From an optimization exercise on the open Yosys and OpenROAD flow, aimed at small area; shortcuts taken in it are not production practice. Only simulation tests tie the RTL to the original design; equivalence was not proved. No activity file was given, so power comes from the tool's default toggle rates.

Design scc_top, start of the top module:
module scc_top
(
    input  logic                    emuclk,
    input  logic                    rst_n,
    input  logic                    i_cs_n,
    input  logic                    i_wr_n,
    input  logic                    i_rd_n,
    input  logic [7:0]              i_addr,
    input  logic [7:0]              i_data,
    output logic [7:0]              o_data,
    output logic signed [MIX_W-1:0] o_sound
);
==> module scc_voice, before the edit <==
module scc_voice
(
    input  logic                emuclk,
    input  logic                rst_n,
    input  logic                i_clr,
    input  logic [FREQ_W-1:0]   i_freq,
    input  logic                i_freq_load,
    input  logic [VOL_W-1:0]    i_vol,
    input  logic                i_enable,
    input  logic [SAMPLE_W-1:0] i_wave_raw,     
    input  logic                i_phase,
    output logic [WAVE_AW-1:0]  o_play_addr,
    output logic                o_tick,
    output logic [SAMPLE_W-1:0] o_sample
);
    logic [FREQ_W-1:0]   cnt;
    logic                tick;
    logic [VOL_W-1:0]    vol_lat;
    logic [3:0]          st;         
    logic                wave_pend;
    logic                last_step;
    logic                fire;
    logic                zero;
    logic [SAMPLE_W-1:0] wave_sh;    
    logic [VOL_W-1:0]    acc;        
    logic [VOL_W:0]      addend;
    logic                wbit;
    logic [VOL_W:0]      sum;
    logic [FREQ_W-1:0]   cnt_next;
    assign tick      = i_clr || ((cnt == '0) && !i_freq_load);
    assign wave_pend = (st == 4'hF);
    assign last_step = (st == 4'(MUL_STEPS - 1));
    assign fire      = last_step;
    assign o_tick    = tick;
    assign zero      = i_clr || !i_enable;
    always_ff @(posedge emuclk or negedge rst_n) begin
        if (!rst_n) begin
            o_play_addr <= '0;
        end else if (tick) begin
            o_play_addr <= o_play_addr + 1'b1;
        end
    end
    always_comb begin
        if (i_clr) begin
            cnt_next = '0;
        end else if (i_freq_load || tick) begin
            cnt_next = i_freq;
        end else begin
            cnt_next = cnt - 1'b1;
        end
    end
    assign wbit   = wave_sh[0] ^ i_phase ^ !st[0];
    assign addend = wbit ? (last_step ? -{1'b0, vol_lat} : {1'b0, vol_lat}) : '0;
    assign sum    = {1'b0, acc} + addend;
    always_ff @(posedge emuclk) begin
        cnt       <= cnt_next;
        if (tick) begin
            st <= 4'hF;
        end else if (wave_pend) begin
            st <= 4'h0;
        end else if (st[3]) begin
            st <= 4'h8;
        end else begin
            st <= st + 1'b1;
        end
        vol_lat   <= ({VOL_W{tick && !i_clr}} & i_vol) | ({VOL_W{!tick}} & vol_lat);
        o_sample  <= ({SAMPLE_W{fire && !zero}} & {sum, wave_sh[SAMPLE_W-1:SAMPLE_W-3]})
                   | ({SAMPLE_W{!fire && !zero}} & o_sample);
        if (wave_pend) begin
            wave_sh <= i_wave_raw;
            acc     <= '0;
        end else begin
            wave_sh <= {sum[0], wave_sh[SAMPLE_W-1:1]};
            acc     <= sum[VOL_W:1];
        end
    end
endmodule
export LEC_CHECK = 0
export ABC_AREA = 1
export CAP_MARGIN = 10
export CELL_PAD_IN_SITES_DETAIL_PLACEMENT = 1
export CORE_MARGIN = 2
export CORE_UTILIZATION = 55
export GPL_TIMING_DRIVEN = 0
export SLEW_MARGIN = 10
create_clock -name core_clock -period 15.0 [get_ports {emuclk}]
standard.sh (not shown) runs the stock make flow with config.mk's settings and CLKGATE_MAP_FILE= SYNTH_SCRIPT=/design/flow/synth_recipe.tcl, a recipe that flattens the netlist after the stock synthesis.
==> flow/flow/run.sh <==
#!/bin/bash
# Standard layout (the standard.sh) with these changes:
#  - synthesis (flow/synth.tcl): synth_recipe.tcl unchanged, except that the design's
#    scc_aoi222, scc_aoi22 and scc_xor2 modules are mapped onto the library cells of the same function and ABC maps the rest
#    with an area-oriented script (flow/abc_area.script);
#  - ports are buffered with the smallest buffer;
#  - the resizer may not use the largest buffers or XOR gates, so long nets get several small buffers;
#  - clock tree synthesis runs without dummy loads and with larger sink clusters.
set -euo pipefail
export MY_WORK_DIR=$(pwd)
export MY_FLOW_DIR=$MY_WORK_DIR/flow
CTS="-sink_clustering_enable -repair_clock_nets -dont_use_dummy_load -sink_clustering_size ${MY_CTS_SIZE:-28} -sink_clustering_max_diameter 100"
DONT_USE="$(sed -n 's/^export DONT_USE_CELLS += //p; /^ *sky130/p' $FLOW_HOME/platforms/sky130hd/config.mk | tr -d '\\' | tr '\n' ' ')"
DONT_USE="$DONT_USE ${MY_DONT_USE-sky130_fd_sc_hd__buf_16 sky130_fd_sc_hd__buf_12 sky130_fd_sc_hd__buf_8 sky130_fd_sc_hd__bufbuf_16 sky130_fd_sc_hd__bufbuf_8 sky130_fd_sc_hd__xor2_4 sky130_fd_sc_hd__xnor2_4 sky130_fd_sc_hd__xor2_2 sky130_fd_sc_hd__xnor2_2}"
bash standard.sh "SYNTH_SCRIPT=$MY_FLOW_DIR/synth.tcl" "CTS_ARGS=$CTS" \
  "BUFFER_PORTS_ARGS=-inputs -outputs -buffer_cell sky130_fd_sc_hd__buf_1" \
  "DONT_USE_CELLS=$DONT_USE" ${MY_MAKE_EXTRA:-} \
  ${STOP_AT:-finish} > "$MY_WORK_DIR/flow_make.log" 2>&1
Other scripts of this flow, unchanged in this note and not shown: flow/flow/abc_area.script, flow/flow/cellmap.v, flow/flow/synth.tcl
Next try:
--- a/flow/design.v
+++ b/flow/design.v
@@ -261,11 +261,18 @@
     logic [VOL_W-1:0]    acc;        
     logic [VOL_W:0]      addend;
     logic                wbit;
     logic [VOL_W:0]      sum;
     logic [FREQ_W-1:0]   cnt_next;
-    assign tick      = i_clr || ((cnt == '0) && !i_freq_load);
+    logic [FREQ_W:0]     cnt_zero;
+    logic                reload;
+    assign cnt_zero[0] = 1'b1;
+    for (genvar i = 0; i < FREQ_W; i++) begin : g_borrow
+        assign cnt_zero[i + 1] = cnt_zero[i] && !cnt[i];
+    end
+    assign tick      = i_clr || (cnt_zero[FREQ_W] && !i_freq_load);
+    assign reload    = i_freq_load || tick;
     assign wave_pend = (st == 4'hF);
     assign last_step = (st == 4'(MUL_STEPS - 1));
     assign fire      = last_step;
     assign o_tick    = tick;
     assign zero      = i_clr || !i_enable;
@@ -274,19 +281,12 @@
             o_play_addr <= '0;
         end else if (tick) begin
             o_play_addr <= o_play_addr + 1'b1;
         end
     end
-    always_comb begin
-        if (i_clr) begin
-            cnt_next = '0;
-        end else if (i_freq_load || tick) begin
-            cnt_next = i_freq;
-        end else begin
-            cnt_next = cnt - 1'b1;
-        end
-    end
+    assign cnt_next = ({FREQ_W{reload && !i_clr}} & i_freq)
+                    | ({FREQ_W{!reload}} & (cnt ^ cnt_zero[FREQ_W-1:0]));
     assign wbit   = wave_sh[0] ^ i_phase ^ !st[0];
     assign addend = wbit ? (last_step ? -{1'b0, vol_lat} : {1'b0, vol_lat}) : '0;
     assign sum    = {1'b0, acc} + addend;
     always_ff @(posedge emuclk) begin
         cnt       <= cnt_next;
What happened: Die area hardly moves. Worst setup slack gains 600 ps. First-iteration DRC count goes down by a few percent. Final area is about the same. Power goes up by a few percent. Routed wire length goes up slightly. Via count goes down slightly. Worst hold slack loses 8.9 ps. Clock skew goes down by 25 ps. Flip-flop and latch count is unchanged. Sequential power goes up by a few percent. Maximum frequency goes up by a few percent. Utilization hardly moves.

## port drivers added, routing unchanged
Ports are ideal in the flow. The routed layouts listed here were re-timed in OpenROAD. Step 1 assumes that a clkbuf_16 drives the clock port and a buf_2 every other input. Step 2, shift: input delay + t, output delay - t, t = (earliest + latest rising clock arrival at the registers) / 2. This alone moves slack from input paths to output paths. a / b / c = ideal ports / drivers / drivers and shift; a / b = the first two.
| run | shift t [ns] | setup slack, ns | worst data-port slew with drivers (ns) |
|---|---|---|---|
| the first run | 0.691 | 2.529 / 2.481 / 2.481 | 0.07 |
| the second run | 0.681 | 3.126 / 3.077 / 3.077 | 0.05 |
After both steps every run listed still meets setup and hold. For the second run, which loses most, drivers alone change the setup slack by -0.049 ns; drivers and shift together by -0.049 ns.
